What follows belongs to an exercise in optimizing a design on an open flow for small area, a short achievable clock period and few clock cycles per item; a production flow would make more cautious choices.
The RTL was checked by simulation tests, not by an equivalence proof against the original design.

==> flow/design.v, too long to show whole: its modules and the start of the top module <==
// module cbspl_booth: 19 lines
// module cbspl_axis: 1838 lines
// module cubic_bspline_point_eval: 125 lines
module cubic_bspline_point_eval
#(
    parameter int SAMPLES_PER_SEGMENT = 100,
    parameter int COORD_BITS          = 16
) (
    input  wire                          i_clk,
    input  wire                          i_rst_n,
    input  wire                          i_valid,
    output logic                         o_stall,
    input  wire                          i_opcode,
    input  wire signed [COORD_BITS-1:0]  i_point_x,
    input  wire signed [COORD_BITS-1:0]  i_point_y,
    input  wire signed [COORD_BITS-1:0]  i_point_z,
    input  wire        [cbspl_pkg::SI_BITS-1:0] i_sample_index,
    output logic                         o_valid,
    input  wire                          i_stall,
    output logic signed [COORD_BITS-1:0] o_curve_x,
    output logic signed [COORD_BITS-1:0] o_curve_y,
    output logic signed [COORD_BITS-1:0] o_curve_z,
    output logic                         o_not_ready
);
  // ...
==> flow/run.sh <==
#!/bin/bash
# synth_recipe.tcl (not shown) runs the flow's synth.tcl, then flattens the netlist and writes it again
# the make line also repeats each setting of config.mk as NAME=value (left out here)
make -C /OpenROAD-flow-scripts/flow DESIGN_CONFIG=/design/flow/config.mk WORK_HOME=/design/flow/orfs CLKGATE_MAP_FILE= SYNTH_SCRIPT=/design/flow/synth_recipe.tcl finish
==> flow/config.mk <==
export PLATFORM = sky130hd
export DESIGN_NAME = cubic_bspline_point_eval
export DESIGN_NICKNAME = cubic_bspline_point_eval
export VERILOG_FILES = /design/flow/design.v
export SDC_FILE = /design/flow/constraint.sdc
export NUM_CORES = 4
export LEC_CHECK = 0
export ABC_AREA = 1
export CAP_MARGIN = 20
export CORE_MARGIN = 2
export CORE_UTILIZATION = 55
export SETUP_SLACK_MARGIN = 4.5
export SLEW_MARGIN = 20
==> flow/constraint.sdc <==
create_clock -name core_clock -period 9.5 [get_ports {i_clk}]
set_input_delay 1.9000 -clock core_clock [delete_from_list [all_inputs] [get_ports {i_clk}]]
set_output_delay 1.9000 -clock core_clock [all_outputs]
set_load 0.01 [all_outputs]
==> key figures, run 1 <==
Final layout
  • Largest Register: r_win
  • Leading cell kind: multi-input combinational cells
  • Clk cell area share: roughly 2.8%
  • Commonest non-fill, non-tap cell in the layout: inv_1
  • Commonest cells after routing, fill and taps aside: inv_1, nand2_1, fa_1
  • Multi-input gates: 12360
  • Seq area share: between 10% and 20%
  • Final std cells w/o fill: around 22000
  • Multi-input gate share of total cell area: approximately 62%
  • # clk buffers: 174

Run status
  • Status: finished clean

Clocking
  • H-Tree Depth: 4
  • Cts bufs inserted: approximately 150
  • Root buffer cell: clkbuf_16
  • Post_cts resized: ~370

Die
  • Total core area: 282000 sq um
  • N_taps: 3743
  • Cell Rows: 195
  • Top-level port count: about 110

Global route
  • Grt met2 use: a little under half
  • Largest net degree at the start of global routing: 167

Critical path
  • Crit path depth: 21
  • Crit path from: r_one[1][1]$_DFFE_PN_
  • R2r setup slk: 4.43 ns
  • Critical Path Sink Type: flip-flop

Route
  • DR pass1 iterations: 7

Synthesis
  • Syn Inst Count: about 18000
  • Sequential share of the synthesized area: between 20% and 30%
  • Synth Area in Compound Gates: 12.18%
  • Adder-cell share of the synthesized area: 36.31%
  • XOR/XNOR Fraction of Synth Area: approximately 8.1%
  • Most frequent cell after synthesis: inv_1
Testbench counts, summed over its fixed seeds: cycles 4,526, evals 3,455.
==> module cubic_bspline_point_eval, before the edit <==
module cubic_bspline_point_eval
#(
    parameter int SAMPLES_PER_SEGMENT = 100,
    parameter int COORD_BITS          = 16
) (
    input  wire                          i_clk,
    input  wire                          i_rst_n,
    input  wire                          i_valid,
    output logic                         o_stall,
    input  wire                          i_opcode,
    input  wire signed [COORD_BITS-1:0]  i_point_x,
    input  wire signed [COORD_BITS-1:0]  i_point_y,
    input  wire signed [COORD_BITS-1:0]  i_point_z,
    input  wire        [cbspl_pkg::SI_BITS-1:0] i_sample_index,
    output logic                         o_valid,
    input  wire                          i_stall,
    output logic signed [COORD_BITS-1:0] o_curve_x,
    output logic signed [COORD_BITS-1:0] o_curve_y,
    output logic signed [COORD_BITS-1:0] o_curve_z,
    output logic                         o_not_ready
);
    localparam int NST = 5;      
    logic        adv, accept, push_acc, eval_acc;
    logic [6:0]  jcl;
    logic        r_ov, r_q1v;        
    logic [48:0] r_q0, r_q1;         
    logic [48:0] pout;
    assign adv      = !r_q1v;
    assign o_stall  = r_q1v;
    assign o_valid  = r_ov;
    assign accept   = i_valid && adv;
    assign push_acc = accept && (i_opcode == cbspl_pkg::OP_PUSH);
    assign eval_acc = accept && (i_opcode == cbspl_pkg::OP_EVAL);
    assign jcl      = (i_sample_index > 7'(cbspl_pkg::D_LAST)) ? 7'(cbspl_pkg::D_LAST) : i_sample_index;
    logic [47:0] r_win [1:3];
    logic [47:0] pt_in;
    assign pt_in = {i_point_x, i_point_y, i_point_z};
    logic [2:0]  r_held;
    always_ff @(posedge i_clk) begin
        if (push_acc) begin
            r_win[1] <= r_win[2];
            r_win[2] <= r_win[3];
            r_win[3] <= pt_in;
        end
    end
    always_ff @(posedge i_clk) begin
        if (!i_rst_n) begin
            r_held <= '0;
        end else if (push_acc && !r_held[2]) begin
            r_held <= r_held + 1'b1;
        end
    end
    logic [NST:1] r_v, r_nr;
    logic [3:0]   d0_one, d0_two, d0_neg;
    logic [3:0]   r_one [1:3];
    logic [3:0]   r_two [1:3];
    logic [3:0]   r_neg [1:3];
    always_ff @(posedge i_clk) begin
        if (!i_rst_n) begin
            r_v <= '0;
        end else if (adv) begin
            r_v <= {r_v[NST-1:1], eval_acc};
        end
    end
    cbspl_booth u_b0 (.i_j(jcl), .o_one(d0_one), .o_two(d0_two), .o_neg(d0_neg));
    always_ff @(posedge i_clk) begin
        if (adv) begin
            r_nr     <= {r_nr[NST-1:1], !r_held[2]};
            r_one[1] <= d0_one;
            r_two[1] <= d0_two;
            r_neg[1] <= d0_neg;
            for (int k = 2; k <= 3; k++) begin
                r_one[k] <= r_one[k-1];
                r_two[k] <= r_two[k-1];
                r_neg[k] <= r_neg[k-1];
            end
        end
    end
    logic [15:0] u [3];
    genvar a;
    generate
        for (a = 0; a < 3; a++) begin : g_ax
            cbspl_axis u_axis (
                .i_clk    (i_clk),
                .i_adv    (adv),
                .i_push   (push_acc),
                .i_c0     (r_win[1][47-16*a -: 16]),
                .i_c1     (r_win[2][47-16*a -: 16]),
                .i_c2     (r_win[3][47-16*a -: 16]),
                .i_c3     (pt_in[47-16*a -: 16]),
                .i_j1_one (r_one[1]), .i_j1_two (r_two[1]), .i_j1_neg (r_neg[1]),
                .i_j2_one (r_one[2]), .i_j2_two (r_two[2]), .i_j2_neg (r_neg[2]),
                .i_j3_one (r_one[3]), .i_j3_two (r_two[3]), .i_j3_neg (r_neg[3]),
                .o_u      (u[a])
            );
        end
    endgenerate
    assign pout = r_nr[NST] ? {1'b1, 48'd0}
                            : {1'b0, u[0] ^ 16'h8000, u[1] ^ 16'h8000, u[2] ^ 16'h8000};
    logic q0_free;
    assign q0_free = !r_ov || !i_stall;
    always_ff @(posedge i_clk) begin
        if (!i_rst_n) begin
            r_ov  <= 1'b0;
            r_q1v <= 1'b0;
        end else begin
            if (q0_free) begin
                r_ov <= r_q1v || r_v[NST];
            end
            r_q1v <= r_q1v ? !q0_free : (!q0_free && r_v[NST]);
        end
    end
    always_ff @(posedge i_clk) begin
        if (q0_free) begin
            r_q0 <= r_q1v ? r_q1 : pout;
        end
        if (!r_q1v) begin
            r_q1 <= pout;
        end
    end
    assign o_not_ready = r_q0[48];
    assign o_curve_x   = r_q0[47:32];
    assign o_curve_y   = r_q0[31:16];
    assign o_curve_z   = r_q0[15:0];
endmodule
==> run 2, diff against run 1 <==
--- a/flow/design.v
+++ b/flow/design.v
@@ -295,23 +295,25 @@
     wire ce_t25 = i_c0[14] ^ i_c2[14] ^ i_c1[12];
     wire ce_t26 = (i_c0[14] & i_c2[14]) | (i_c0[14] & i_c1[12]) | (i_c2[14] & i_c1[12]);
     wire ce_t27 = ~i_c0[15] ^ ~i_c2[15] ^ i_c1[13];
     wire ce_t28 = (~i_c0[15] & ~i_c2[15]) | (~i_c0[15] & i_c1[13]) | (~i_c2[15] & i_c1[13]);
     wire [18:0] ce_ra = {1'b1, ~i_c1[15], ~i_c1[14], ce_t27, ce_t25, ce_t23, ce_t21, ce_t19, ce_t17, ce_t15, ce_t13, ce_t11, ce_t9, ce_t7, ce_t5, ce_t3, i_c1[0], i_c0[1], i_c0[0]};
     wire [18:0] ce_rb = {1'b0, i_c1[14], ce_t28, ce_t26, ce_t24, ce_t22, ce_t20, ce_t18, ce_t16, ce_t14, ce_t12, ce_t10, ce_t8, ce_t6, ce_t4, ce_t2, ce_t1, i_c2[1], i_c2[0]};
     wire [18:0] ce = ce_ra + ce_rb;
     wire signed [16:0] cc  = c2 - c0;
-    reg [18:0] r_a; reg [17:0] r_b; reg [16:0] r_c; reg [18:0] r_e;
+    reg [18:0] r_a; reg [17:1] r_bh; reg [16:0] r_c; reg [18:1] r_eh;
     always @(posedge i_clk) if (i_push) begin
         r_a <= ca;
-        r_b <= cb;
+        r_bh <= cb[17:1];
         r_c <= cc;
-        r_e <= ce;
+        r_eh <= ce[18:1];
     end
+    wire [17:0] r_b = {r_bh, r_c[0]};
+    wire [18:0] r_e = {r_eh, r_c[0]};
     wire signed [18:0] a = r_a;
     wire [19:0] a_m0 = i_j1_one[0] ? {a[18], a} : (i_j1_two[0] ? {a, 1'b0} : 20'd0);
     wire [19:0] a_r0 = a_m0 ^ {20{i_j1_neg[0]}};
     wire [19:0] a_m1 = i_j1_one[1] ? {a[18], a} : (i_j1_two[1] ? {a, 1'b0} : 20'd0);
     wire [19:0] a_r1 = a_m1 ^ {20{i_j1_neg[1]}};
     wire [19:0] a_m2 = i_j1_one[2] ? {a[18], a} : (i_j1_two[2] ? {a, 1'b0} : 20'd0);
     wire [19:0] a_r2 = a_m2 ^ {20{i_j1_neg[2]}};
     wire [19:0] a_m3 = i_j1_one[3] ? {a[18], a} : (i_j1_two[3] ? {a, 1'b0} : 20'd0);
@@ -729,22 +731,23 @@
     wire n_g_t178 = (n_g_t82 & n_g_t125) | (n_g_t82 & n_g_t124) | (n_g_t125 & n_g_t124);
     wire n_g_t179 = ~(n_g_t127 ^ n_g_t126);
     wire n_g_t180 = n_g_t127 | n_g_t126;
     wire n_g_t181 = r_c[16] ^ r_c[13] ^ n_g_t128;
     wire n_g_t182 = (r_c[16] & r_c[13]) | (r_c[16] & n_g_t128) | (r_c[13] & n_g_t128);
     wire [31:0] n_g_ra = {~r_c[16], ~r_c[15], ~r_c[14], n_g_t181, n_g_t179, n_g_t177, n_g_t175, n_g_t173, n_g_t171, n_g_t169, n_g_t167, n_g_t165, n_g_t163, n_g_t161, n_g_t159, n_g_t157, n_g_t155, n_g_t153, n_g_t151, n_g_t149, n_g_t147, n_g_t145, n_g_t143, n_g_t141, n_g_t139, n_g_t137, n_g_t135, n_g_t133, n_g_t131, n_g_t129, ~r_c[1], ~r_c[0]};
     wire [31:0] n_g_rb = {r_c[15], r_c[14], n_g_t182, n_g_t180, n_g_t178, n_g_t176, n_g_t174, n_g_t172, n_g_t170, n_g_t168, n_g_t166, n_g_t164, n_g_t162, n_g_t160, n_g_t158, n_g_t156, n_g_t154, n_g_t152, n_g_t150, n_g_t148, n_g_t146, n_g_t144, n_g_t142, n_g_t140, n_g_t138, n_g_t136, n_g_t134, n_g_t132, n_g_t130, 1'b1, 1'b0, 1'b1};
     wire [31:0] n_g = n_g_ra + n_g_rb;
-    reg [26:0] r_s1; reg [31:0] r_g; reg [18:0] r_e1;
+    reg [26:0] r_s1; reg [31:1] r_gh; reg [18:0] r_e1;
     always @(posedge i_clk) if (i_adv) begin
         r_s1 <= n_s1;
-        r_g <= n_g;
+        r_gh <= n_g[31:1];
         r_e1 <= r_e;
     end
+    wire [31:0] r_g = {r_gh, r_e1[0]};
     wire signed [26:0] s1 = r_s1;
     wire [27:0] s1_m0 = i_j2_one[0] ? {s1[26], s1} : (i_j2_two[0] ? {s1, 1'b0} : 28'd0);
     wire [27:0] s1_r0 = s1_m0 ^ {28{i_j2_neg[0]}};
     wire [27:0] s1_m1 = i_j2_one[1] ? {s1[26], s1} : (i_j2_two[1] ? {s1, 1'b0} : 28'd0);
     wire [27:0] s1_r1 = s1_m1 ^ {28{i_j2_neg[1]}};
     wire [27:0] s1_m2 = i_j2_one[2] ? {s1[26], s1} : (i_j2_two[2] ? {s1, 1'b0} : 28'd0);
     wire [27:0] s1_r2 = s1_m2 ^ {28{i_j2_neg[2]}};
     wire [27:0] s1_m3 = i_j2_one[3] ? {s1[26], s1} : (i_j2_two[3] ? {s1, 1'b0} : 28'd0);
@@ -1962,31 +1965,32 @@
                 .i_j2_one (r_one[2]), .i_j2_two (r_two[2]), .i_j2_neg (r_neg[2]),
                 .i_j3_one (r_one[3]), .i_j3_two (r_two[3]), .i_j3_neg (r_neg[3]),
                 .o_u      (u[a])
             );
         end
     endgenerate
     assign pout = r_nr[NST] ? {1'b1, 48'd0}
                             : {1'b0, u[0] ^ 16'h8000, u[1] ^ 16'h8000, u[2] ^ 16'h8000};
-    logic q0_free;
-    assign q0_free = !r_ov || !i_stall;
+    logic q0_hold, q0_free;
+    assign q0_hold = r_ov && i_stall;
+    assign q0_free = !q0_hold;
     always_ff @(posedge i_clk) begin
         if (!i_rst_n) begin
             r_ov  <= 1'b0;
             r_q1v <= 1'b0;
         end else begin
-            if (q0_free) begin
+            if (!q0_hold) begin
                 r_ov <= r_q1v || r_v[NST];
             end
             r_q1v <= r_q1v ? !q0_free : (!q0_free && r_v[NST]);
         end
     end
     always_ff @(posedge i_clk) begin
-        if (q0_free) begin
+        if (!q0_hold) begin
             r_q0 <= r_q1v ? r_q1 : pout;
         end
         if (!r_q1v) begin
             r_q1 <= pout;
         end
     end
     assign o_not_ready = r_q0[48];
     assign o_curve_x   = r_q0[47:32];
==> flow/flow/run.sh (new file) <==
#!/bin/bash
# Layout flow: the standard layout (standard.sh, all ORFS steps from
# synthesis to the final layout), with one change to synthesis: Yosys's
# synth command skips its ABC pass in the fine stage ("synth -run fine:"
# gets -noabc), so that extract_fa finds the design's adder trees as written
# instead of after ABC's re-mapping, which leaves an inverter between many of
# the full adders.  The final ABC mapping with the cell library is unchanged.
# Every tool's output goes to a log file in this folder (and ORFS's own logs
# under orfs/logs).
set -euo pipefail
work=$(pwd)
{
    printf '%s\n' 'proc synth {args} { if {[lsearch -exact $args fine:] >= 0} { yosys synth -nofsm -noshare -noabc {*}$args } else { yosys synth -nofsm -noshare {*}$args } }'
    tail -n +2 synth_recipe.tcl
} > flow_synth.tcl
sed "s#SYNTH_SCRIPT=[^ ]*#SYNTH_SCRIPT=${work}/flow_synth.tcl#" standard.sh > flow_standard.sh
grep -q "SYNTH_SCRIPT=${work}/flow_synth.tcl" flow_standard.sh
bash flow_standard.sh > flow_standard.log 2>&1
test -s out/final.def
==> flow/standard.sh (new file) <==
#!/bin/bash
# synth_recipe.tcl (not shown) runs the flow's synth.tcl, then flattens the netlist and writes it again
# the make line also repeats each setting of config.mk as NAME=value (left out here)
make -C /OpenROAD-flow-scripts/flow DESIGN_CONFIG=/design/flow/config.mk WORK_HOME=/design/flow/orfs CLKGATE_MAP_FILE= SYNTH_SCRIPT=/design/flow/synth_recipe.tcl "${@:-finish}"
--- a/flow/config.mk
+++ b/flow/config.mk
@@ -4,10 +4,10 @@
 export VERILOG_FILES = /design/flow/design.v
 export SDC_FILE = /design/flow/constraint.sdc
 export NUM_CORES = 4
 export LEC_CHECK = 0
 export ABC_AREA = 1
 export CAP_MARGIN = 20
 export CORE_MARGIN = 2
 export CORE_UTILIZATION = 55
-export SETUP_SLACK_MARGIN = 4.5
+export SETUP_SLACK_MARGIN = 4.25
 export SLEW_MARGIN = 20
removed: flow/run.sh
==> run 2 against run 1 <==
  * Critical path type unchanged
  * Routed wire length decreased by 7.3%
  * Largest cell class unchanged
  * Highest routed layer is now met5
  * Synthesized cell count decreased by 9.3%
  * Via count decreased by 7.1%
  * Register-to-register slack got worse by 0.09 ns
==> key figures, run 2 <==
Run status
  • Status: finished clean (unchanged)

Die
  • Total core area: 271200 sq um (was 282000 sq um)
  • Top-level port count: 111 (unchanged)
  • Cell Rows: 191 (was 195)
  • Initial Util: 55.42% (was 55.29%)
  • Die area: 277500 sq um (was 287800 sq um)
  • DIE HEIGHT: 526.8 um (was 536.5 um)
  • Width of the die: 526.8 um (was 536.5 um)

Worst hold path
  • Hold Crit Class: flip-flop to flip-flop (unchanged)
  • Hold Path Cell Cnt: 0 (unchanged)
  • Hold EP: g_ax[2].u_axis.r_xl[6]$_DFFE_PN_ (was g_ax[1].u_axis.r_xl[15]$_DFFE_PN_)
  • Hold Startpoint: g_ax[2].u_axis.r_x[6]$_DFFE_PN_ (was g_ax[1].u_axis.r_x[15]$_DFFE_PN_)

Timing
  • RSZ-0062 raised after global routing: true (unchanged)
  • F_max: 193.9 MHz (was 197.3 MHz)
  • Worst Clk Skew: 0.03605 ns (was 0.06911 ns)
  • Setup violations, final: 0 (unchanged)
  • Final hold violations: 0 (unchanged)
  • Final Max Tran Viols: 0 (unchanged)
  • Tmin final: 5.159 ns (was 5.070 ns)
  • TNS Setup: 0 ns (unchanged)
  • Slew headroom: 29.79% (was 29.92%)
  • Final period util: 54.30% (was 53.36%)
  • Slew of the pin with the lowest slew margin: 1.053 ns (was 1.051 ns)

Final layout
  • Commonest non-fill, non-tap cell in the layout: inv_1 (unchanged)
  • Max reg flops: 144 (unchanged)
  • Top Registers: r_win x144, g_ax.u_axis.r_h x117, g_ax.u_axis.r_x x114 (unchanged)
  • Layout cell share with drive strength beyond 1: 4.344% (was 8.054%)
  • Largest Register: r_win (unchanged)
  • Core Util, Final: 60.38% (was 61.97%)
  • Layout area overhead: 8.960% (was 12.08%)
  • Commonest cells after routing, fill and taps aside: inv_1, nand2_1, fa_1 (unchanged)
  • Fin nets: 19980 (was 21650)

Clocking
  • Clock tree from TritonCTS: yes (unchanged)
  • Hold_buf cts: 0 (unchanged)
  • Root buffer cell: clkbuf_16 (unchanged)
  • Cts bufs inserted: 149 (unchanged)
  • Clock Sink Count: 1181 (unchanged)
  • Max clock buf depth: 4 (unchanged)
  • H-Tree Depth: 4 (unchanged)
  • Clock-pin slew on the worst setup and hold paths: 0.06 ns (about the same)
  • Worst skew pair latency: 0.85 ns (was 0.88 ns)

Critical path
  • R2r setup slk: 4.34 ns (was 4.43 ns)
  • Worst-path maximum fanout: 18 (was 7)
  • Worst R2R Path Depth: 22 (was 21)
  • Worst setup SP type: flip-flop (unchanged)
  • Setup CP Type: flip-flop to flip-flop (unchanged)
  • CP arrival: 5.74 ns (was 5.72 ns)
  • Worst r2r src: r_one[1][0]$_DFFE_PN_ (was r_one[1][1]$_DFFE_PN_)
  • Data required, critical path: 10.08 ns (was 10.15 ns)
  • Critical Path Sink Type: flip-flop (unchanged)
  • R2R Path End: g_ax[0].u_axis.r_s1[24]$_DFFE_PN_ (was g_ax[2].u_axis.r_s1[19]$_DFFE_PN_)

Synthesis
  • Mapped cell area: 150300 sq um (was 155900 sq um)
  • Post-Syn Area per Cell: 9.279 sq um (was 8.736 sq um)
  • Yosys warns: 11 (unchanged)
  • Post-synth top area share: 24.77% (was 23.76%)
  • Sequential share of the synthesized area: 23.20% (was 22.36%)
  • Synth unique cells: 56 (was 64)
  • Most frequent cell after synthesis: inv_1 (unchanged)
  • Synthesized flop and latch total: 1181 (unchanged)
  • Largest cells by area after synthesis: fa_1, edfxtp_1, ha_1 (unchanged)
  • Area leader, netlist: fa_1 (unchanged)
  • Post-synthesis async set-or-reset flop share: 0% (unchanged)
  • Syn Inst Count: 16200 (was 17850)
  • Synth Flop Type: edfxtp_1 (unchanged)
  • Syn Nets: 19770 (was 21330)
  • Most instantiated cells after synthesis: inv_1, nand2_1, fa_1 (unchanged)
  • EDFF count, synth: 1122 (unchanged)

Route
  • DR pass1 iterations: 6 (was 7)
  • Post-Route WL: 429.5 mm (was 463.4 mm)
  • Number of DRC markers in iteration 0: 9751 (was 10270)
  • Detailed-route via count: 113900 (was 122600)
  • Vias/cell: 5.664 (was 5.564)
  • Routed len/inst: 21.36 um (was 21.03 um)
  • Post-route ant nets: 0 (unchanged)
  • Residual DRC count: 0 (unchanged)

Run
  • Maximum Capacitance Violations: 0 (unchanged)

Global route
  • Total GRT Usage: 30.62% (was 31.02%)
  • Initial antenna violation count: 12 (was 4)
  • Largest net degree at the start of global routing: 156 (was 167)
  • Vias in the first global route: 114300 (was 119200)
  • Total grt overflow: 0 (unchanged)
  • First-pass GRT wire length: 666.1 mm (was 695.1 mm)

Placement
  • HPWL after DPL: 342.5 mm (was 355.5 mm)
  • I/O Buffers: 110 (unchanged)
  • Final GP Congestion: 0.9684 (was 0.9558)
==> run 2: cell families after synthesis <==
family                     Yosys count  synth area share [%]
and+or+nand+nor                   4044                 11.03
AOI/OAI and AO/OA                 2742                 10.63
xor gates and xnor gates          1455                 8.478
DFF                               1181                 23.20
adders and majority gates         3505                 38.46
buffers and inverters             3273                 8.202
==> run 2: worst max-delay path by stage <==
| stage | start | end | slack (ns) | cells after the start |
|---|---|---|---|---|
| global route | r_one[1][0]$_DFFE_PN_ | g_ax[1].u_axis.r_s1[26]$_DFFE_PN_ | 4.15 | 20 |
| finish | r_one[1][0]$_DFFE_PN_ | g_ax[0].u_axis.r_s1[24]$_DFFE_PN_ | 4.34 | 22 |
| detailed placement | r_one[3][0]$_DFFE_PN_ | g_ax[2].u_axis.r_x[27]$_DFFE_PN_ | 2.66 | 20 |
| global placement | r_one[3][0]$_DFFE_PN_ | g_ax[2].u_axis.r_x[27]$_DFFE_PN_ | 2.66 | 20 |
| CTS | r_neg[3][0]$_DFFE_PN_ | g_ax[2].u_axis.r_x[27]$_DFFE_PN_ | 4.14 | 17 |
| floorplan | i_opcode | g_ax[0].u_axis.r_a[0]$_DFFE_PP_ | 1.76 | 3 |
==> run 2: critical path: stages, from the launching register on <==
cell	delay [ns]
edfxtp_1	0.41
buf_12	0.19
inv_12	0.12
nand2_8	0.14
buf_12	0.16
buf_16	0.16
o22ai_1	0.23
xor2_1	0.20
ha_1	0.29
fa_1	0.54
inv_1	0.05
fa_1	0.47
fa_1	0.53
ha_4	0.32
nand2_1	0.07
nor2_2	0.15
nor2b_4	0.19
nand4_1	0.13
nand3_2	0.15
a21o_1	0.16
nand2_1	0.07
nand3_1	0.07
nand2_1	0.06
==> run 2: through the flow <==
step | hold slack, ns | std cells | instance area [sq um] | setup WS (ns)
global placement | 0.4005 | 19670 | 155500 | 2.665
global route | 0.4135 | 20100 | 163800 | 4.154
detailed placement | 0.4045 | 19670 | 155500 | 2.658
floorplan | 0.4003 | 16200 | 150400 | 1.757
CTS | 0.4026 | 19970 | 161400 | 4.145
finish | 0.3928 | 20100 | 163800 | 4.341
==> run 2: what timing repair did <==
| item | in CTS | in global routing |
|---|---|---|
| buffers inserted | 24 | 116 |
| pin swaps | 17 | 70 |
| resized for setup | 137 | 260 |
| setup endpoints to repair | 251 | 224 |
| gates cloned | 11 | 13 |
==> run 2: per-layer routing <==
metal / vias up / GRT usage, % / routed length, um
met2: 3892 / 47.44 / 191400
met3: 688 / 3.995 / 27450
li1: 53790 / - / -
met4: 4 / 9.214 / 14860
met5: - / 0 / 25
met1: 55490 / 44.78 / 195700
==> run 2: layout make-up <==
type | count | area (sq um)
diodes | 5 | 12.51
well taps | 3570 | 4467
repair inverters | 2 | 20.02
multi-input cells | 11760 | 104700
repair buffers | 328 | 3458
inverters | 2993 | 11440
clock buffers | 174 | 3990
flip-flops and latches | 1181 | 34870
clock inverters | 89 | 845.8
fillers | 24230 | 107500
Testbench counts of run 2, summed over its fixed seeds: cycles 4,526, evals 3,455.
==> run 3, diff against run 2 <==
--- a/flow/config.mk
+++ b/flow/config.mk
@@ -11,3 +11,3 @@
 export CORE_UTILIZATION = 55
-export SETUP_SLACK_MARGIN = 4.25
+export SETUP_SLACK_MARGIN = 4.5
 export SLEW_MARGIN = 20
==> run 3 against run 2 <==
  * Clock skew shrank 0.0015 ns
  * First-iteration DRC count grew 5.3%
  * Routed wire length grew 2.8%
  * Core utilization grew 1.5 points
  * Setup slack gained 0.060 ns
==> key figures, run 3 <==
Run status
  • Status: finished clean (unchanged)

Timing
  • Setup violations, final: 0 (unchanged)
  • Final hold violations: 0 (unchanged)
  • Slew of the pin with the lowest slew margin: 1.053 ns (about the same)
  • TNS Setup: 0 ns (unchanged)
  • RSZ-0062 raised after global routing: true (unchanged)
  • Final period util: 53.67% (was 54.30%)
  • Tmin final: 5.099 ns (was 5.159 ns)
  • Worst Clk Skew: 0.03457 ns (was 0.03605 ns)
  • Slew headroom: 29.78% (was 29.79%)
  • Final Max Tran Viols: 0 (unchanged)
  • F_max: 196.1 MHz (was 193.9 MHz)

Critical path
  • Setup CP Type: flip-flop to flip-flop (unchanged)
  • R2r setup slk: 4.40 ns (was 4.34 ns)
  • CP Buf/Inv Count: 5 (unchanged)
  • Worst R2R Path Depth: 21 (was 22)
  • CP peak stage delay: 0.56 ns (was 0.54 ns)
  • Worst-path maximum fanout: 6 (was 18)
  • Critical Path Sink Type: flip-flop (unchanged)
  • CP max stage cell: fa_2 (was fa_1)
  • Worst r2r src: r_one[1][0]$_DFFE_PN_ (unchanged)
  • CP arrival: 5.77 ns (was 5.74 ns)
  • Worst setup SP type: flip-flop (unchanged)
  • Data required, critical path: 10.18 ns (was 10.08 ns)
  • Top delay family on crit path: adder cells (unchanged)
  • R2R Path End: g_ax[2].u_axis.r_s1[19]$_DFFE_PN_ (was g_ax[0].u_axis.r_s1[24]$_DFFE_PN_)
  • CP Cell Sequence: buf_12 -> clkinv_16 -> nand2_8 -> buf_6 -> clkbuf_16 -> o22ai_4 -> xor2_2 -> fa_1 -> fa_2 -> fa_1 -> fa_1 -> ha_4 -> nand2_2 -> nor2_2 -> inv_1 -> nor3_2 -> nand2_1 -> nand2_2 -> nand2_1 -> nand2_1 -> xor2_2 (was buf_12 -> inv_12 -> nand2_8 -> buf_12 -> buf_16 -> o22ai_1 -> xor2_1 -> ha_1 -> fa_1 -> inv_1 -> fa_1 -> fa_1 -> ha_4 -> nand2_1 -> nor2_2 -> nor2b_4 -> nand4_1 -> nand3_2 -> a21o_1 -> nand2_1 -> nand3_1 -> nand2_1)

Final layout
  • Fin nets: 20130 (was 19980)
  • Layout cell share with drive strength beyond 1: 7.542% (was 4.344%)
  • Largest Register: r_win (unchanged)
  • FILL cells: 23750 (was 24230)
  • Commonest non-fill, non-tap cell in the layout: inv_1 (unchanged)
  • Commonest cells after routing, fill and taps aside: inv_1, nand2_1, fa_1 (unchanged)
  • Layout area overhead: 11.66% (was 8.960%)
  • Top Registers: r_win x144, g_ax.u_axis.r_h x117, g_ax.u_axis.r_x x114 (unchanged)
  • Max reg flops: 144 (unchanged)

Synthesis
  • Mapped cell area: 150300 sq um (unchanged)
  • Post-synthesis async set-or-reset flop share: 0% (unchanged)
  • Most frequent cell after synthesis: inv_1 (unchanged)
  • Post-synth top area share: 24.77% (unchanged)
  • Largest cells by area after synthesis: fa_1, edfxtp_1, ha_1 (unchanged)
  • Synth Flop Type: edfxtp_1 (unchanged)
  • Synthesized flop and latch total: 1181 (unchanged)
  • Sequential share of the synthesized area: 23.20% (unchanged)
  • Yosys warns: 11 (unchanged)
  • Most instantiated cells after synthesis: inv_1, nand2_1, fa_1 (unchanged)
  • Syn Nets: 19770 (unchanged)
  • Synth unique cells: 56 (unchanged)
  • Area leader, netlist: fa_1 (unchanged)
  • Post-Syn Area per Cell: 9.279 sq um (unchanged)
  • EDFF count, synth: 1122 (unchanged)
  • Syn Inst Count: 16200 (unchanged)

Clocking
  • Worst skew pair latency: 0.86 ns (was 0.85 ns)
  • Cts bufs inserted: 149 (unchanged)
  • Clock-pin slew on the worst setup and hold paths: 0.06 ns (about the same)
  • Clock Sink Count: 1181 (unchanged)
  • Clock tree from TritonCTS: yes (unchanged)
  • Root buffer cell: clkbuf_16 (unchanged)
  • H-Tree Depth: 4 (unchanged)
  • Max clock buf depth: 4 (unchanged)

Global route
  • Vias in the first global route: 115400 (was 114300)
  • Largest net degree at the start of global routing: 156 (unchanged)
  • Total grt overflow: 0 (unchanged)
  • Total GRT Usage: 31.09% (was 30.62%)
  • Initial antenna violation count: 12 (unchanged)
  • First-pass GRT wire length: 674.9 mm (was 666.1 mm)

Route
  • DR pass1 iterations: 8 (was 6)
  • Number of DRC markers in iteration 0: 10270 (was 9751)
  • Post-Route WL: 441.4 mm (was 429.5 mm)
  • Detailed-route via count: 115600 (was 113900)
  • Routed len/inst: 21.79 um (was 21.36 um)
  • Vias/cell: 5.707 (was 5.664)
  • Post-route ant nets: 0 (unchanged)
  • Residual DRC count: 0 (unchanged)

Placement
  • HPWL after DPL: 342.5 mm (unchanged)
  • I/O Buffers: 110 (unchanged)
  • Final GP Congestion: 0.9684 (unchanged)

Die
  • Initial Util: 55.42% (unchanged)
  • Cell Rows: 191 (unchanged)
  • Top-level port count: 111 (unchanged)
  • Die area: 277500 sq um (unchanged)
  • Total core area: 271200 sq um (unchanged)
  • DIE HEIGHT: 526.8 um (unchanged)
  • Width of the die: 526.8 um (unchanged)

Run
  • Maximum Capacitance Violations: 0 (unchanged)

Worst hold path
  • Hold EP: g_ax[2].u_axis.r_xl[6]$_DFFE_PN_ (unchanged)
  • Hold Startpoint: g_ax[2].u_axis.r_x[6]$_DFFE_PN_ (unchanged)
  • Hold Path Cell Cnt: 0 (unchanged)
  • Hold Crit Class: flip-flop to flip-flop (unchanged)
[run 3: cell counts after synthesis]
No cell type changed its count.
[run 3: kinds of logic (layout without fill, tap and decap cells)]
family | after synthesis | count (layout) | share of synthesized area [%]
AO/OA/AOI/OAI | 2742 | 2742 | 10.63
adder cells (fa/ha/maj) | 3505 | 3505 | 38.46
flip-flops | 1181 | 1181 | 23.20
XOR/XNOR | 1455 | 1455 | 8.478
AND/OR/NAND/NOR | 4044 | 4059 | 11.03
buffers and inverters | 3273 | 3737 | 8.202
other | 0 | 2 | 0
[run 3: area by class of cell]
cell class / count / area [sq um] / area share, %
antenna: 2 / 5.005 / 0.002982
clock buffer: 174 / 3990 / 2.377
clock inverter: 89 / 845.8 / 0.5039
inverter: 2993 / 11520 / 6.862
multi-input combinational: 11760 / 107100 / 63.79
sequential: 1181 / 34870 / 20.78
tap: 3570 / 4467 / 2.661
timing repair buffer: 475 / 5021 / 2.991
timing repair inverter: 6 / 57.56 / 0.03429
[run 3: routing by layer]
metal	global-route usage, %	up-vias	part of all wire (%)
met5	0	-	0.0039
met4	9.600	2	4.0
met3	4.182	839	6.8
met2	48.53	4358	45
met1	45.00	56270	45
li1	-	54100	-
[run 3: worst max path at each step]
stage,from,endpoint,slack [ns],depth (start not counted)
after floorplan,i_opcode,g_ax[0].u_axis.r_a[0]$_DFFE_PP_,1.76,3
final,r_one[1][0]$_DFFE_PN_,g_ax[2].u_axis.r_s1[19]$_DFFE_PN_,4.40,21
after CTS,r_one[3][0]$_DFFE_PN_,g_ax[2].u_axis.r_x[27]$_DFFE_PN_,4.38,20
after global placement,r_one[3][0]$_DFFE_PN_,g_ax[2].u_axis.r_x[27]$_DFFE_PN_,2.66,20
after detailed placement,r_one[3][0]$_DFFE_PN_,g_ax[2].u_axis.r_x[27]$_DFFE_PN_,2.66,20
after global routing,r_one[1][0]$_DFFE_PN_,g_ax[2].u_axis.r_s1[19]$_DFFE_PN_,4.24,21
[run 3: what timing repair did]
| action | 4_1_cts | 5_1_grt |
|---|---|---|
| setup endpoints to repair | 336 | 312 |
| hold buffers | 0 | 0 |
| resized for setup | 343 | 625 |
| buffers inserted | 91 | 185 |
| cloned | 19 | 20 |
| pin swaps | 95 | 280 |
[run 3: metrics by stage]
step	area, sq um	hold WS [ns]	std cells	util (%)	worst slack [ns]
2_1_floorplan	150400	0.4003	16200	-	1.757
3_3_place_gp	155500	0.4005	19670	57.33	2.665
3_5_place_dp	155500	0.4045	19670	57.33	2.658
4_1_cts	163200	0.4026	20040	60.19	4.375
5_1_grt	167800	0.4094	20250	61.88	4.237
6_report	167900	0.3954	20250	61.88	4.401
[run 3: worst reg2reg max path, stage by stage, from the launching register on]
cell and delay [ns]:
edfxtp_1 0.41, buf_12 0.18, clkinv_16 0.09, nand2_8 0.12, buf_6 0.16, clkbuf_16 0.17, o22ai_4 0.13, xor2_2 0.18
fa_1 0.48, fa_2 0.56, fa_1 0.43, fa_1 0.51, ha_4 0.34, nand2_2 0.13, nor2_2 0.15, inv_1 0.09
nor3_2 0.24, nand2_1 0.11, nand2_2 0.13, nand2_1 0.06, nand2_1 0.09, xor2_2 0.19
==> run 4, diff against run 3 <==
--- a/flow/config.mk
+++ b/flow/config.mk
@@ -10,3 +10,3 @@
 export CORE_MARGIN = 2
-export CORE_UTILIZATION = 55
+export CORE_UTILIZATION = 65
 export SETUP_SLACK_MARGIN = 4.5
==> run 4 against run 3 <==
  * Still clean
  * Clock-buffer cell count is 16 lower
  * First-iteration DRC count is 11% higher
  * Critical path depth is 1 lower
  * Register-to-register slack better by 0.12 ns
  * Synthesized cell count stayed put
  * Non-clock buffer count is 31 lower
  * Via count is 1.7% higher
  * Cell count is 2.9% lower
  * Largest cell class unchanged
==> key figures, run 4 <==
Synthesis
  • Syn Nets: 19770 (unchanged)
  • Sequential share of the synthesized area: 23.20% (unchanged)
  • Synthesized flop and latch total: 1181 (unchanged)
  • Area leader, netlist: fa_1 (unchanged)
  • Simple-gate share of the synthesized area: 11.03% (unchanged)
  • Synth Flop Type: edfxtp_1 (unchanged)
  • Synth unique cells: 56 (unchanged)
  • Yosys warns: 11 (unchanged)
  • Most instantiated cells after synthesis: inv_1, nand2_1, fa_1 (unchanged)
  • EDFF count, synth: 1122 (unchanged)
  • Synth Area in Compound Gates: 10.63% (unchanged)
  • Adder-cell share of the synthesized area: 38.46% (unchanged)
  • Post-synthesis async set-or-reset flop share: 0% (unchanged)
  • Main combinational cell family by area after synthesis: adder cells (unchanged)
  • Post-Syn Area per Cell: 9.279 sq um (unchanged)
  • Mapped cell area: 150300 sq um (unchanged)
  • Syn Inst Count: 16200 (unchanged)
  • Largest cells by area after synthesis: fa_1, edfxtp_1, ha_1 (unchanged)
  • Post-synth top area share: 24.77% (unchanged)
  • XOR/XNOR Fraction of Synth Area: 8.478% (unchanged)
  • Most frequent cell after synthesis: inv_1 (unchanged)
  • Post-synthesis mux area share: 0% (unchanged)

Die
  • Initial Util: 65.38% (was 55.42%)
  • DIE HEIGHT: 484.9 um (was 526.8 um)
  • Total core area: 229900 sq um (was 271200 sq um)
  • Top-level port count: 111 (unchanged)
  • Cell Rows: 176 (was 191)
  • Die area: 235100 sq um (was 277500 sq um)
  • Width of the die: 484.9 um (was 526.8 um)

Timing
  • Tmin final: 4.975 ns (was 5.099 ns)
  • F_max: 201.0 MHz (was 196.1 MHz)
  • Final hold violations: 0 (unchanged)
  • Worst Clk Skew: 0.03951 ns (was 0.03457 ns)
  • Slew headroom: 26.92% (was 29.78%)
  • Final period util: 52.37% (was 53.67%)
  • Setup ws final: 4.525 ns (was 4.401 ns)
  • Worst Hold Slack: 0.4132 ns (was 0.3954 ns)
  • Slew of the pin with the lowest slew margin: 1.085 ns (was 1.053 ns)
  • RSZ-0062 raised after global routing: true (unchanged)
  • Setup violations, final: 0 (unchanged)
  • Final Max Tran Viols: 0 (unchanged)
  • TNS Setup: 0 ns (unchanged)

Critical path
  • Critical Path Sink Type: flip-flop (unchanged)
  • R2r setup slk: 4.52 ns (was 4.40 ns)
  • Worst r2r src: r_one[1][0]$_DFFE_PN_ (unchanged)
  • Data required, critical path: 10.08 ns (was 10.18 ns)
  • Worst R2R Path Depth: 20 (was 21)
  • R2R Path End: g_ax[1].u_axis.r_s1[24]$_DFFE_PN_ (was g_ax[2].u_axis.r_s1[19]$_DFFE_PN_)
  • Setup CP Type: flip-flop to flip-flop (unchanged)
  • CP arrival: 5.56 ns (was 5.77 ns)
  • Worst setup SP type: flip-flop (unchanged)
  • Crit path from: r_one[1][0]$_DFFE_PN_ (unchanged)
  • Worst-path maximum fanout: 7 (was 6)

Run status
  • Status: finished clean (unchanged)

Final layout
  • Layout area overhead: 10.72% (was 11.66%)
  • Layout cell share with drive strength beyond 1: 6.900% (was 7.542%)
  • Core Util, Final: 72.40% (was 61.88%)
  • Fin nets: 20090 (was 20130)
  • Top Registers: r_win x144, g_ax.u_axis.r_h x117, g_ax.u_axis.r_x x114 (unchanged)
  • Commonest cells after routing, fill and taps aside: inv_1, nand2_1, fa_1 (unchanged)
  • Commonest non-fill, non-tap cell in the layout: inv_1 (unchanged)
  • Largest Register: r_win (unchanged)
  • Max reg flops: 144 (unchanged)

Worst hold path
  • Hold Path Cell Cnt: 0 (unchanged)
  • Hold EP: g_ax[2].u_axis.r_xl[4]$_DFFE_PN_ (was g_ax[2].u_axis.r_xl[6]$_DFFE_PN_)
  • Hold Crit Class: flip-flop to flip-flop (unchanged)
  • Hold Startpoint: g_ax[2].u_axis.r_x[4]$_DFFE_PN_ (was g_ax[2].u_axis.r_x[6]$_DFFE_PN_)

Clocking
  • H-Tree Depth: 4 (unchanged)
  • Cts bufs inserted: 140 (was 149)
  • Hold_buf cts: 0 (unchanged)
  • Max clock buf depth: 3 (was 4)
  • Worst skew pair latency: 0.84 ns (was 0.86 ns)
  • Clock-pin slew on the worst setup and hold paths: 0.06 ns (about the same)
  • Clock tree from TritonCTS: yes (unchanged)
  • Root buffer cell: clkbuf_16 (unchanged)
  • Clock Sink Count: 1181 (unchanged)

Global route
  • Largest net degree at the start of global routing: 149 (was 156)
  • First-pass GRT wire length: 653.9 mm (was 674.9 mm)
  • Total GRT Usage: 35.30% (was 31.09%)
  • Vias in the first global route: 116800 (was 115400)
  • Total grt overflow: 0 (unchanged)
  • Initial antenna violation count: 3 (was 12)

Placement
  • I/O Buffers: 110 (unchanged)
  • Final GP Congestion: 1.003 (was 0.9684)
  • Place WS: 2.899 ns (was 2.658 ns)
  • HPWL after DPL: 328.8 mm (was 342.5 mm)

Route
  • Detailed-route via count: 117600 (was 115600)
  • Post-route ant nets: 0 (unchanged)
  • DR pass1 iterations: 8 (unchanged)
  • Post-Route WL: 425.9 mm (was 441.4 mm)
  • Vias/cell: 5.976 (was 5.707)
  • Residual DRC count: 0 (unchanged)
  • Number of DRC markers in iteration 0: 11430 (was 10270)
  • Routed len/inst: 21.65 um (was 21.79 um)

Run
  • Maximum Capacitance Violations: 0 (unchanged)
-- run 4: changes by cell type in the layout (fill, tap and decap cells not counted), sizes merged, moves of 5 or more --
| cell | delta |
|---|---|
| inv | +5 |
| dlymetal6s2s | +6 |
| buf | -32 |
| diode | +6 |
| clkbuf | -18 |
| clkinvlp | -5 |
| bufinv | +6 |
-- run 4: layout make-up --
cell class,instances,area [sq um]
Sequential cell,1181,34870
Timing Repair Buffer,444,4690
Timing Repair inverter,6,55.05
Clock inverter,97,1275
Fill cell,17370,63460
Inverter,2993,11480
Clock buffer,158,3652
Antenna cell,8,20.02
Multi-Input combinational cell,11760,106600
Tap cell,3026,3786
-- run 4: layer usage --
layer  GRT usage [%]  vias up  part of all wire, %
met2           55.63     5596                   45
met4           12.95        2                  4.7
met1           49.29    56830                   42
met5               0        -               0.0042
met3           6.040     1095                  8.4
li1                -    54040                    -
-- run 4: kinds of logic (layout without fill, tap and decap cells) --
group           after synthesis  in the layout
compound gates             2742           2742
flops                      1181           1181
xor+xnor                   1455           1455
simple gates               4044           4057
other cells                   0              8
buf+inv                    3273           3698
fa+ha+maj                  3505           3505
-- run 4: how the worst max path moves through the flow --
stage | slack (ns) | end
finish | 4.52 | g_ax[1].u_axis.r_s1[24]$_DFFE_PN_
global route | 4.34 | g_ax[1].u_axis.r_s1[23]$_DFFE_PN_
CTS | 4.49 | g_ax[2].u_axis.r_a[12]$_DFFE_PP_
detailed placement | 2.90 | g_ax[2].u_axis.r_x[27]$_DFFE_PN_
global placement | 2.92 | g_ax[2].u_axis.r_x[27]$_DFFE_PN_
floorplan | 1.76 | g_ax[0].u_axis.r_a[0]$_DFFE_PP_
-- run 4: stage by stage --
stage	std cells	cell area, sq um
2_1_floorplan	16200	150400
3_5_place_dp	19120	154800
6_report	19670	166400
3_3_place_gp	19120	154800
4_1_cts	19460	162200
5_1_grt	19670	166400
-- run 4: timing repair --
action	CTS	global route
pin swaps	86	241
setup buffers	68	182
gates resized for setup	308	533
cloned	18	19
endpoints found under the setup margin	319	323
-- run 4: critical path, stage by stage, from the launching register on --
cell,delay (ns)
edfxtp_1,0.41
buf_12,0.18
clkinv_16,0.06
nand2_8,0.09
clkbuf_16,0.23
o22ai_4,0.11
xor2_1,0.21
fa_1,0.50
fa_1,0.61
fa_2,0.47
fa_2,0.60
ha_4,0.22
a21oi_4,0.19
o21ai_2,0.09
a21oi_2,0.15
nand3_2,0.11
a21o_1,0.23
nand2_1,0.09
nand2_1,0.05
nand2_1,0.06
nand2_1,0.05
==> run 5, diff against run 4 <==
--- a/flow/config.mk
+++ b/flow/config.mk
@@ -10,3 +10,3 @@
 export CORE_MARGIN = 2
-export CORE_UTILIZATION = 65
+export CORE_UTILIZATION = 75
 export SETUP_SLACK_MARGIN = 4.5
==> run 5 against run 4 <==
  * The flow now stops in 5_1_grt
  * Synthesized area unchanged
  * Synthesized cell count unchanged
==> key figures, run 5 <==
Run status
  • Status: did not finish (was finished clean)
  • Stop stage: 5_1_grt
  • Log Error: [ERROR GRT-0232] Routing congestion too high. Check the congestion heatmap in the GUI.

Synthesis
  • Yosys warns: 11 (unchanged)
  • Most instantiated cells after synthesis: inv_1, nand2_1, fa_1 (unchanged)
  • Synthesized flop and latch total: 1181 (unchanged)
  • Sequential share of the synthesized area: 23.20% (unchanged)
  • Largest cells by area after synthesis: fa_1, edfxtp_1, ha_1 (unchanged)
  • Syn Nets: 19770 (unchanged)
  • Area leader, netlist: fa_1 (unchanged)
  • Post-Syn Area per Cell: 9.279 sq um (unchanged)
  • EDFF count, synth: 1122 (unchanged)
  • Post-synth top area share: 24.77% (unchanged)
  • Syn Inst Count: 16200 (unchanged)
  • Post-synthesis async set-or-reset flop share: 0% (unchanged)
  • Synth Flop Type: edfxtp_1 (unchanged)
  • Most frequent cell after synthesis: inv_1 (unchanged)
  • Mapped cell area: 150300 sq um (unchanged)
  • Synth unique cells: 56 (unchanged)

Clocking
  • H-Tree Depth: 4 (unchanged)
  • Cts bufs inserted: 136 (was 140)
  • Root buffer cell: clkbuf_16 (unchanged)
  • Max clock buf depth: 3 (unchanged)
  • Clock Sink Count: 1181 (unchanged)

Die
  • Width of the die: 451.7 um (was 484.9 um)
  • DIE HEIGHT: 451.7 um (was 484.9 um)
  • Top-level port count: 111 (unchanged)
  • Initial Util: 75.37% (was 65.38%)
  • Cell Rows: 164 (was 176)

Global route
  • Largest net degree at the start of global routing: about 160

Placement
  • I/O Buffers: 110 (unchanged)
  • HPWL after DPL: 355.9 mm (was 328.8 mm)
  • Final GP Congestion: 1.058 (was 1.003)
[run 5: cell counts after synthesis]
Identical to the previous run, type by type.
[run 5: kinds of logic after synthesis]
logic type	count (synthesis)	share of synthesized area, %
and+or+nand+nor	4044	11.03
adders and majority gates	3505	38.46
buffers and inverters	3273	8.202
AOI/OAI and AO/OA	2742	10.63
xor gates and xnor gates	1455	8.478
DFF	1181	23.20
[run 5: per-stage QoR]
step | worst slack (ns) | instances | area, sq um
detailed placement | 2.694 | 18750 | 154200
global placement | 2.964 | 18750 | 154200
CTS | 4.433 | 19140 | 163200
floorplan | 1.757 | 16200 | 150400
[run 5: how the worst max path moves through the flow]
stage / from / endpoint / slack, ns / cells past startpoint
after floorplan: i_opcode / g_ax[0].u_axis.r_a[0]$_DFFE_PP_ / 1.76 / 3
after global placement: r_one[3][2]$_DFFE_PN_ / g_ax[1].u_axis.r_x[32]$_DFFE_PN_ / 2.96 / 18
after detailed placement: r_one[3][2]$_DFFE_PN_ / g_ax[1].u_axis.r_x[32]$_DFFE_PN_ / 2.69 / 18
after CTS: r_one[1][1]$_DFFE_PN_ / g_ax[2].u_axis.r_s1[25]$_DFFE_PN_ / 4.43 / 15
[run 5: repair_timing]
action | in CTS
resized for setup | 518
setup buffers | 111
cloned | 35
hold buffers | 0
endpoints found under the setup margin | 306
pin swaps | 209

==> static timing again, ports no longer ideal <==
How much do the figures lean on ideal ports? The routed layouts below were timed once more, with nothing changed but the port constraints.
Step 1 (the two cells are an assumption about what drives the block):
set clk [get_ports {i_clk}]
set_driving_cell -lib_cell sky130_fd_sc_hd__clkbuf_16 $clk
set_driving_cell -lib_cell sky130_fd_sc_hd__buf_2 [delete_from_list [all_inputs] $clk]
Step 2 times the ports against the registers' clock, not the clock port: input delays grow and output delays shrink by t, the midpoint of the rising clock arrivals with the driver on.
Slacks: ideal ports / drivers / drivers and shift; pairs: ideal ports / drivers.
run | shift t [ns] | setup WS [ns] | hold slack, ns | worst register clock-pin slew, ns
run 1 | 0.944 | 4.430 / 4.430 / 3.624 | 0.407 / 0.407 / 0.407 | 0.07 / 0.07
run 2 | 0.935 | 4.341 / 4.341 / 3.496 | 0.393 / 0.393 / 0.393 | 0.07 / 0.07
run 3 | 0.934 | 4.401 / 4.401 / 3.715 | 0.395 / 0.395 / 0.395 | 0.07 / 0.07
run 4 | 0.928 | 4.525 / 4.525 / 3.710 | 0.413 / 0.413 / 0.413 | 0.07 / 0.07
After both steps every run listed still meets setup and hold. The setup slack of run 2, which loses most, moves by 0.000 ns with the drivers and by -0.845 ns with both steps.
